What follows belongs to an exercise in optimizing a design on an open flow for small area; a production flow would make more cautious choices.
Function was checked by simulation only, so behaviour that the tests miss may differ from the original.
Power figures rest on the tool's default switching activity, not on a simulated workload.

==> flow/design.v (excerpt) <==
module lcd_hd44780_receiver #(
    parameter int unsigned POWER_CYCLES = 15000,
    parameter int unsigned CMD_CYCLES   = 37,
    parameter int unsigned CLEAR_CYCLES = 1520
) (
    input  logic       clk,
    input  logic       reset,
    input  logic       lcd_e,
    input  logic       lcd_rs,
    input  logic       lcd_rw,
    input  logic [3:0] lcd_d,
    output logic [3:0] lcd_d_out,
    output logic       lcd_d_oe,
    output logic       busy,
    output logic [6:0] ac,
    output logic       mode_4bit,
    output logic       display_on,
    output logic       cursor_on,
    output logic       blink_on,
    output logic       byte_valid,
    output logic       byte_rs,
    output logic [7:0] byte_data,
    output logic       protocol_err,
    input  logic [6:0] dbg_addr,
    output logic [7:0] dbg_char
);
    localparam int unsigned BMAX = (CLEAR_CYCLES > CMD_CYCLES) ? CLEAR_CYCLES : CMD_CYCLES;
    localparam int unsigned CMAX = (POWER_CYCLES > BMAX) ? POWER_CYCLES : BMAX;
    localparam int CW = $clog2(CMAX + 1);
    typedef enum logic [1:0] {S_PWR, S_BOOT, S_HI, S_LO} state_e;
    logic [2:0]       e_sync_q, rs_sync_q, rw_sync_q;
    logic [2:0][3:0]  d_sync_q;
    logic             e_s2, e_s3, rs_s2, rs_s3, rw_s2, rw_s3, fall;
    logic [3:0]       d_s3;
    state_e           state_q, state_d;
    logic [CW-1:0]    cnt_q, cnt_d;
    logic [3:0]       hi_nib_q, hi_nib_d;
    logic [6:0]       ac_q, ac_d;
    logic             id_q, id_d;
  ...
Size: ~1100 flip-flops, roughly 52 I/O pins, roughly 30000 um^2 of cells after synthesis.
make LEC_CHECK=0 CAP_MARGIN=20 CORE_MARGIN=2 CORE_UTILIZATION=40 CTS_BUF_LIST=sky130_fd_sc_hd__clkbuf_16 CTS_CLUSTER_DIAMETER=100 CTS_CLUSTER_SIZE=30 SLEW_MARGIN=20 SYNTH_HIERARCHICAL=1 finish   # period 10.0 ns
run.sh (not shown) runs the stock make flow with config.mk's settings and CLKGATE_MAP_FILE= SYNTH_SCRIPT=/design/flow/synth_recipe.tcl, a recipe that flattens the netlist after the stock synthesis.
The starting point completed with no timing, DRC or antenna violations.
==> next run, changes <==
--- a/flow/design.v
+++ b/flow/design.v
@@ -52,20 +52,16 @@
     assign rs_s3  = rs_sync_q[2];
     assign rw_s2  = rw_sync_q[1];
     assign rw_s3  = rw_sync_q[2];
     assign d_s3   = d_sync_q[2];
     assign fall   = e_s3 & ~e_s2;
     assign byte_w = {hi_nib_q, d_s3};
     assign cnt_zero = (cnt_q == '0);
     assign busy = (state_q == S_PWR) || !cnt_zero;
-    logic       ac_up;
-    logic [6:0] ac_step;
-    assign ac_up   = rs_s3 ? id_q : byte_w[2];
-    assign ac_step = ac_q + {{6{~ac_up}}, 1'b1};
     always_comb begin
         state_d   = state_q;
         cnt_d     = cnt_zero ? cnt_q : cnt_q - CW'(1);
         hi_nib_d  = hi_nib_q;
         ac_d      = ac_q;
         id_d      = id_q;
         dcb_d     = dcb_q;
         mode_d    = mode_q;
@@ -104,23 +100,23 @@
                     err_d = 1'b1;
                 end else begin
                     bv_d    = 1'b1;
                     brs_d   = rs_s3;
                     acc     = 1'b1;
                     cnt_d   = CW'(CMD_CYCLES);
                     if (rs_s3) begin
                         mem_we = 1'b1;
-                        ac_d   = ac_step;
+                        ac_d   = id_q ? ac_q + 7'd1 : ac_q - 7'd1;
                     end else begin
                         priority casez (byte_w)
                             8'b1???????: ac_d = byte_w[6:0];
                             8'b01??????: ;
                             8'b001?????: if (byte_w[4]) err_d = 1'b1;
-                            8'b0001????: if (!byte_w[3]) ac_d = ac_step;
+                            8'b0001????: if (!byte_w[3]) ac_d = byte_w[2] ? ac_q + 7'd1 : ac_q - 7'd1;
                             8'b00001???: dcb_d = byte_w[2:0];
                             8'b000001??: id_d = byte_w[1];
                             8'b0000001?: begin
                                 ac_d  = 7'd0;
                                 cnt_d = CW'(CLEAR_CYCLES);
                             end
                             8'b00000001: begin
                                 mem_clr = 1'b1;
@@ -166,49 +162,46 @@
             brs_q     <= brs_d;
             if (acc) bseen_q <= 1'b1;
         end
     end
     logic [127:0][7:0] ring_q;
     logic [6:0]        rot_q;         
     logic              pv_q;          
     logic [6:0]        pa_q;          
-    logic              clr_q;         
+    logic [1:0]        clr_q;         
     logic              clearing;
     logic              slot;          
     logic [1:0]        slot_head;
     logic [7:0]        head_d;
     logic [3:0]        head_we;
     logic [6:0]        rd_pos;
     logic [7:0]        dbg_q;
     logic [7:0]        rd_d;
-    assign clearing  = clr_q;
+    assign clearing  = |clr_q;
     assign slot      = pv_q && (rot_q[4:0] == ~pa_q[4:0]);
     assign slot_head = pa_q[6:5] + rot_q[6:5] + 2'd1;
     assign head_d    = clearing ? 8'h20 : bdata_q;
     always_comb begin
         for (int k = 0; k < 4; k++) head_we[k] = clearing || (slot && slot_head == 2'(k));
     end
-    logic              clr_go;
-    assign clr_go = mem_clr && !reset;
     always_ff @(posedge clk) begin
-        if (clr_go) rot_q <= '0;
-        else        rot_q <= rot_q + 7'd1;
+        rot_q <= rot_q + 7'd1;
         for (int i = 0; i < 128; i++) begin
             if (i % 32 == 0) ring_q[i] <= head_we[i / 32] ? head_d : ring_q[(i + 127) % 128];
             else             ring_q[i] <= ring_q[i - 1];
         end
         if (mem_we && !reset) begin
             pv_q <= 1'b1;
             pa_q <= ac_q;
-        end else if (slot || clr_go) begin
+        end else if (slot) begin
             pv_q <= 1'b0;
         end
-        if (clr_go) clr_q <= 1'b1;
-        else if (rot_q[4:0] == 5'd31) clr_q <= 1'b0;
+        if (mem_clr && !reset) clr_q <= 2'b01;
+        else if (rot_q[4:0] == 5'd31) clr_q <= {clr_q[0], 1'b0};
     end
     assign rd_pos = dbg_addr + rot_q;
     logic [127:0]      rd_sel;
     logic [7:0][42:0]  rd_n;
     logic [7:0]        rd_ring;
     always_comb begin
         for (int j = 0; j < 128; j++) rd_sel[j] = (rd_pos == 7'(j));
     end
Effect:
- non-clock buffer count grows by 2
- combinational power decreases by about 24%
- count of clock-buffer cells in the layout is unchanged
- synthesized cell count goes up by 1.9%
- register-to-register slack degrades by 0.37 ns
- worst setup slack is worse by 0.36 ns
- global-route usage rose by 0.11 points
- critical path depth went down by 1
- hold slack loses 0.0038 ns

* * *

run 1:
The RTL this note starts from:
==> flow/design.v <==
module lcd_hd44780_receiver #(
    parameter int unsigned POWER_CYCLES = 15000,
    parameter int unsigned CMD_CYCLES   = 37,
    parameter int unsigned CLEAR_CYCLES = 1520
) (
    input  logic       clk,
    input  logic       reset,
    input  logic       lcd_e,
    input  logic       lcd_rs,
    input  logic       lcd_rw,
    input  logic [3:0] lcd_d,
    output logic [3:0] lcd_d_out,
    output logic       lcd_d_oe,
    output logic       busy,
    output logic [6:0] ac,
    output logic       mode_4bit,
    output logic       display_on,
    output logic       cursor_on,
    output logic       blink_on,
    output logic       byte_valid,
    output logic       byte_rs,
    output logic [7:0] byte_data,
    output logic       protocol_err,
    input  logic [6:0] dbg_addr,
    output logic [7:0] dbg_char
);
    localparam int unsigned BMAX = (CLEAR_CYCLES > CMD_CYCLES) ? CLEAR_CYCLES : CMD_CYCLES;
    localparam int unsigned CMAX = (POWER_CYCLES > BMAX) ? POWER_CYCLES : BMAX;
    localparam int CW = $clog2(CMAX + 1);
    typedef enum logic [1:0] {S_PWR, S_BOOT, S_HI, S_LO} state_e;
    logic [2:0]       e_sync_q, rs_sync_q, rw_sync_q;
    logic [2:0][3:0]  d_sync_q;
    logic             e_s2, e_s3, rs_s2, rs_s3, rw_s2, rw_s3, fall;
    logic [3:0]       d_s3;
    state_e           state_q, state_d;
    logic [CW-1:0]    cnt_q, cnt_d;
    logic [3:0]       hi_nib_q, hi_nib_d;
    logic [6:0]       ac_q, ac_d;
    logic             id_q, id_d;
    logic [2:0]       dcb_q, dcb_d;
    logic             mode_q, mode_d, err_q, err_d;
    logic             bv_q, bv_d, brs_q, brs_d;
    logic [7:0]       bdata_q;
    logic             bseen_q;
    logic             acc;
    logic [7:0]       byte_w;
    logic             mem_we, mem_clr;
    logic             cnt_zero;
    assign e_s2   = e_sync_q[1];
    assign e_s3   = e_sync_q[2];
    assign rs_s2  = rs_sync_q[1];
    assign rs_s3  = rs_sync_q[2];
    assign rw_s2  = rw_sync_q[1];
    assign rw_s3  = rw_sync_q[2];
    assign d_s3   = d_sync_q[2];
    assign fall   = e_s3 & ~e_s2;
    assign byte_w = {hi_nib_q, d_s3};
    assign cnt_zero = (cnt_q == '0);
    assign busy = (state_q == S_PWR) || !cnt_zero;
    logic       ac_up;
    logic [6:0] ac_step;
    assign ac_up   = rs_s3 ? id_q : byte_w[2];
    assign ac_step = ac_q + {{6{~ac_up}}, 1'b1};
    always_comb begin
        state_d   = state_q;
        cnt_d     = cnt_zero ? cnt_q : cnt_q - CW'(1);
        hi_nib_d  = hi_nib_q;
        ac_d      = ac_q;
        id_d      = id_q;
        dcb_d     = dcb_q;
        mode_d    = mode_q;
        err_d     = err_q;
        bv_d      = 1'b0;
        brs_d     = brs_q;
        acc       = 1'b0;
        mem_we    = 1'b0;
        mem_clr   = 1'b0;
        unique case (state_q)
            S_PWR: begin
                if (cnt_zero) state_d = S_BOOT;
                if (fall) err_d = 1'b1;
            end
            S_BOOT: if (fall) begin
                if (rw_s3 || rs_s3 || !cnt_zero || !(d_s3 == 4'h3 || d_s3 == 4'h2)) begin
                    err_d = 1'b1;
                end else begin
                    cnt_d = CW'(CMD_CYCLES);
                    if (d_s3 == 4'h2) begin
                        state_d = S_HI;
                        mode_d  = 1'b1;
                    end
                end
            end
            S_HI: if (fall) begin
                state_d  = S_LO;
                hi_nib_d = d_s3;
                if (rw_s3 && rs_s3) err_d = 1'b1;
            end
            S_LO: if (fall) begin
                state_d = S_HI;
                if (rw_s3) begin
                    if (rs_s3) err_d = 1'b1;
                end else if (!cnt_zero) begin
                    err_d = 1'b1;
                end else begin
                    bv_d    = 1'b1;
                    brs_d   = rs_s3;
                    acc     = 1'b1;
                    cnt_d   = CW'(CMD_CYCLES);
                    if (rs_s3) begin
                        mem_we = 1'b1;
                        ac_d   = ac_step;
                    end else begin
                        priority casez (byte_w)
                            8'b1???????: ac_d = byte_w[6:0];
                            8'b01??????: ;
                            8'b001?????: if (byte_w[4]) err_d = 1'b1;
                            8'b0001????: if (!byte_w[3]) ac_d = ac_step;
                            8'b00001???: dcb_d = byte_w[2:0];
                            8'b000001??: id_d = byte_w[1];
                            8'b0000001?: begin
                                ac_d  = 7'd0;
                                cnt_d = CW'(CLEAR_CYCLES);
                            end
                            8'b00000001: begin
                                mem_clr = 1'b1;
                                ac_d    = 7'd0;
                                id_d    = 1'b1;
                                cnt_d   = CW'(CLEAR_CYCLES);
                            end
                            default: ;
                        endcase
                    end
                end
            end
        endcase
    end
    always_ff @(posedge clk) begin
        rs_sync_q <= {rs_sync_q[1:0], lcd_rs};
        rw_sync_q <= {rw_sync_q[1:0], lcd_rw};
        d_sync_q  <= {d_sync_q[1:0], lcd_d};
        hi_nib_q  <= hi_nib_d;
        if (acc && !reset) bdata_q <= byte_w;
        if (reset) begin
            e_sync_q  <= '0;
            state_q   <= S_PWR;
            cnt_q     <= CW'(POWER_CYCLES);
            ac_q      <= '0;
            id_q      <= 1'b1;
            dcb_q     <= '0;
            mode_q    <= 1'b0;
            err_q     <= 1'b0;
            bv_q      <= 1'b0;
            brs_q     <= 1'b0;
            bseen_q   <= 1'b0;
        end else begin
            e_sync_q  <= {e_sync_q[1:0], lcd_e};
            state_q   <= state_d;
            cnt_q     <= cnt_d;
            ac_q      <= ac_d;
            id_q      <= id_d;
            dcb_q     <= dcb_d;
            mode_q    <= mode_d;
            err_q     <= err_d;
            bv_q      <= bv_d;
            brs_q     <= brs_d;
            if (acc) bseen_q <= 1'b1;
        end
    end
    logic [127:0][7:0] ring_q;
    logic [6:0]        rot_q;         
    logic              pv_q;          
    logic [6:0]        pa_q;          
    logic [1:0]        clr_q;         
    logic              clearing;
    logic              slot;          
    logic [1:0]        slot_head;
    logic [7:0]        head_d;
    logic [3:0]        head_we;
    logic [6:0]        rd_pos;
    logic [7:0]        dbg_q;
    logic [7:0]        rd_d;
    assign clearing  = |clr_q;
    assign slot      = pv_q && (rot_q[4:0] == ~pa_q[4:0]);
    assign slot_head = pa_q[6:5] + rot_q[6:5] + 2'd1;
    assign head_d    = clearing ? 8'h20 : bdata_q;
    always_comb begin
        for (int k = 0; k < 4; k++) head_we[k] = clearing || (slot && slot_head == 2'(k));
    end
    always_ff @(posedge clk) begin
        rot_q <= rot_q + 7'd1;
        for (int i = 0; i < 128; i++) begin
            if (i % 32 == 0) ring_q[i] <= head_we[i / 32] ? head_d : ring_q[(i + 127) % 128];
            else             ring_q[i] <= ring_q[i - 1];
        end
        if (mem_we && !reset) begin
            pv_q <= 1'b1;
            pa_q <= ac_q;
        end else if (slot) begin
            pv_q <= 1'b0;
        end
        if (mem_clr && !reset) clr_q <= 2'b01;
        else if (rot_q[4:0] == 5'd31) clr_q <= {clr_q[0], 1'b0};
    end
    assign rd_pos = dbg_addr + rot_q;
    logic [127:0]      rd_sel;
    logic [7:0][42:0]  rd_n;
    logic [7:0]        rd_ring;
    always_comb begin
        for (int j = 0; j < 128; j++) rd_sel[j] = (rd_pos == 7'(j));
    end
    for (genvar b = 0; b < 8; b++) begin : g_rd
        for (genvar k = 0; k < 42; k++) begin : g_aoi
            lcd_aoi222 u_aoi (
                .a0(ring_q[3 * k][b]), .a1(ring_q[3 * k + 1][b]), .a2(ring_q[3 * k + 2][b]),
                .s0(rd_sel[3 * k]), .s1(rd_sel[3 * k + 1]), .s2(rd_sel[3 * k + 2]),
                .y(rd_n[b][k])
            );
        end
        assign rd_n[b][42] = ~((ring_q[126][b] & rd_sel[126]) | (ring_q[127][b] & rd_sel[127]));
        assign rd_ring[b] = ~&rd_n[b];
    end
    always_comb begin
        if (pv_q && dbg_addr == pa_q) rd_d = bdata_q;
        else if (clearing)            rd_d = 8'h20;
        else                          rd_d = rd_ring;
    end
    always_ff @(posedge clk) begin
        if (reset) dbg_q <= '0;
        else       dbg_q <= rd_d;
    end
    always_comb begin
        lcd_d_out = 4'h0;
        if (lcd_d_oe && !rs_s2) lcd_d_out = (state_q == S_LO) ? ac_q[3:0] : {busy, ac_q[6:4]};
    end
    assign lcd_d_oe     = rw_s2 & e_s2;
    assign ac           = ac_q;
    assign mode_4bit    = mode_q;
    assign display_on   = dcb_q[2];
    assign cursor_on    = dcb_q[1];
    assign blink_on     = dcb_q[0];
    assign byte_valid   = bv_q;
    assign byte_rs      = brs_q;
    assign byte_data    = bdata_q & {8{bseen_q}};
    assign protocol_err = err_q;
    assign dbg_char     = dbg_q;
endmodule
module lcd_aoi222 (
    input  logic a0, a1, a2, s0, s1, s2,
    output logic y
);
    assign y = ~((a0 & s0) | (a1 & s1) | (a2 & s2));
endmodule
Settings: LEC_CHECK=0, CAP_MARGIN=20, CORE_MARGIN=2, CORE_UTILIZATION=40, CTS_BUF_LIST=sky130_fd_sc_hd__clkbuf_16, CTS_CLUSTER_DIAMETER=100, CTS_CLUSTER_SIZE=30, SLEW_MARGIN=20, SYNTH_HIERARCHICAL=1; clock period 10.0 ns.
standard.sh (not shown) runs the stock make flow with config.mk's settings and CLKGATE_MAP_FILE= SYNTH_SCRIPT=/design/flow/synth_recipe.tcl, a recipe that flattens the netlist after the stock synthesis.
==> flow/flow/run.sh <==
#!/bin/bash
# The standard layout (the standard.sh, standard synthesis unchanged) with two changes:
# the port buffers are the smallest buffer cell, and clock tree synthesis clusters sinks under
# clkbuf_8 leaf buffers without dummy loads.
# Each tool's output goes to the ORFS logs under orfs/logs and to standard.log here.
set -euo pipefail
export BUFFER_PORTS_ARGS="-buffer_cell sky130_fd_sc_hd__buf_1"
export CTS_ARGS="-sink_clustering_enable -repair_clock_nets -sink_clustering_size 18 -sink_clustering_max_diameter 60 -buf_list sky130_fd_sc_hd__clkbuf_8 -dont_use_dummy_load"
bash standard.sh > standard.log 2>&1
Edits applied to the flow inputs when going from run 1 to run 2:
diff --git a/flow/design.v b/flow/design.v
--- a/flow/design.v
+++ b/flow/design.v
@@ -58,8 +58,4 @@
     assign cnt_zero = (cnt_q == '0);
     assign busy = (state_q == S_PWR) || !cnt_zero;
-    logic       ac_up;
-    logic [6:0] ac_step;
-    assign ac_up   = rs_s3 ? id_q : byte_w[2];
-    assign ac_step = ac_q + {{6{~ac_up}}, 1'b1};
     always_comb begin
         state_d   = state_q;
@@ -110,5 +106,5 @@
                     if (rs_s3) begin
                         mem_we = 1'b1;
-                        ac_d   = ac_step;
+                        ac_d   = id_q ? ac_q + 7'd1 : ac_q - 7'd1;
                     end else begin
                         priority casez (byte_w)
@@ -116,5 +112,5 @@
                             8'b01??????: ;
                             8'b001?????: if (byte_w[4]) err_d = 1'b1;
-                            8'b0001????: if (!byte_w[3]) ac_d = ac_step;
+                            8'b0001????: if (!byte_w[3]) ac_d = byte_w[2] ? ac_q + 7'd1 : ac_q - 7'd1;
                             8'b00001???: dcb_d = byte_w[2:0];
                             8'b000001??: id_d = byte_w[1];
[summary]
Compare run 2 and run 1 | cell total after placement lower: run 1
The depth of the critical timing path with buffers and inverters included number comes out lower for run 2 vs run 1.
Data arrival time of the critical path: run 2 > run 1
Diff run 1 -> run 2: transition time of the tightest slew-check pin has decreased, routed wire length ~0 delta, maximum vdd ir drop fell 0.049 mV.
Setup slack in run 2 is smaller than in run 1.
Run 2 vs run 1, number of violations reported at the end of detailed-routing iteration 0 went up by 173.
The via count of run 2 exceeds that of run 1 by 0.76%.
Run 2 does worse than run 1 on cell area after technology mapping.

[afterwards: timing with drivers on the ports]
How much do the figures lean on ideal ports? The routed layouts below were timed once more, with nothing changed but the port constraints. Step 1, drivers: a clkbuf_16 drives clk and a buf_2 each remaining input, both assumed. Step 2, shift: input delay + t, output delay - t, t = (earliest + latest rising clock arrival at the registers) / 2. This alone moves slack from input paths to output paths. a / b / c = ideal ports / drivers / drivers and shift; a / b = the first two.
| run | t (ns) | setup WS [ns] | pins driven straight from the clock port |
|---|---|---|---|
| the first run of note 1 | 0.676 | 3.180 / 3.221 / 2.544 | 1 |
| the second run of note 1 | 0.677 | 2.820 / 2.867 / 2.190 | 1 |
| run 1 | 0.746 | 3.691 / 3.727 / 2.981 | 1 |
| run 2 | 0.713 | 3.463 / 3.494 / 2.782 | 1 |
After both steps setup and hold are still met in every run listed. The setup slack of run 1, which loses most, moves by +0.036 ns with the drivers and by -0.710 ns with both steps.
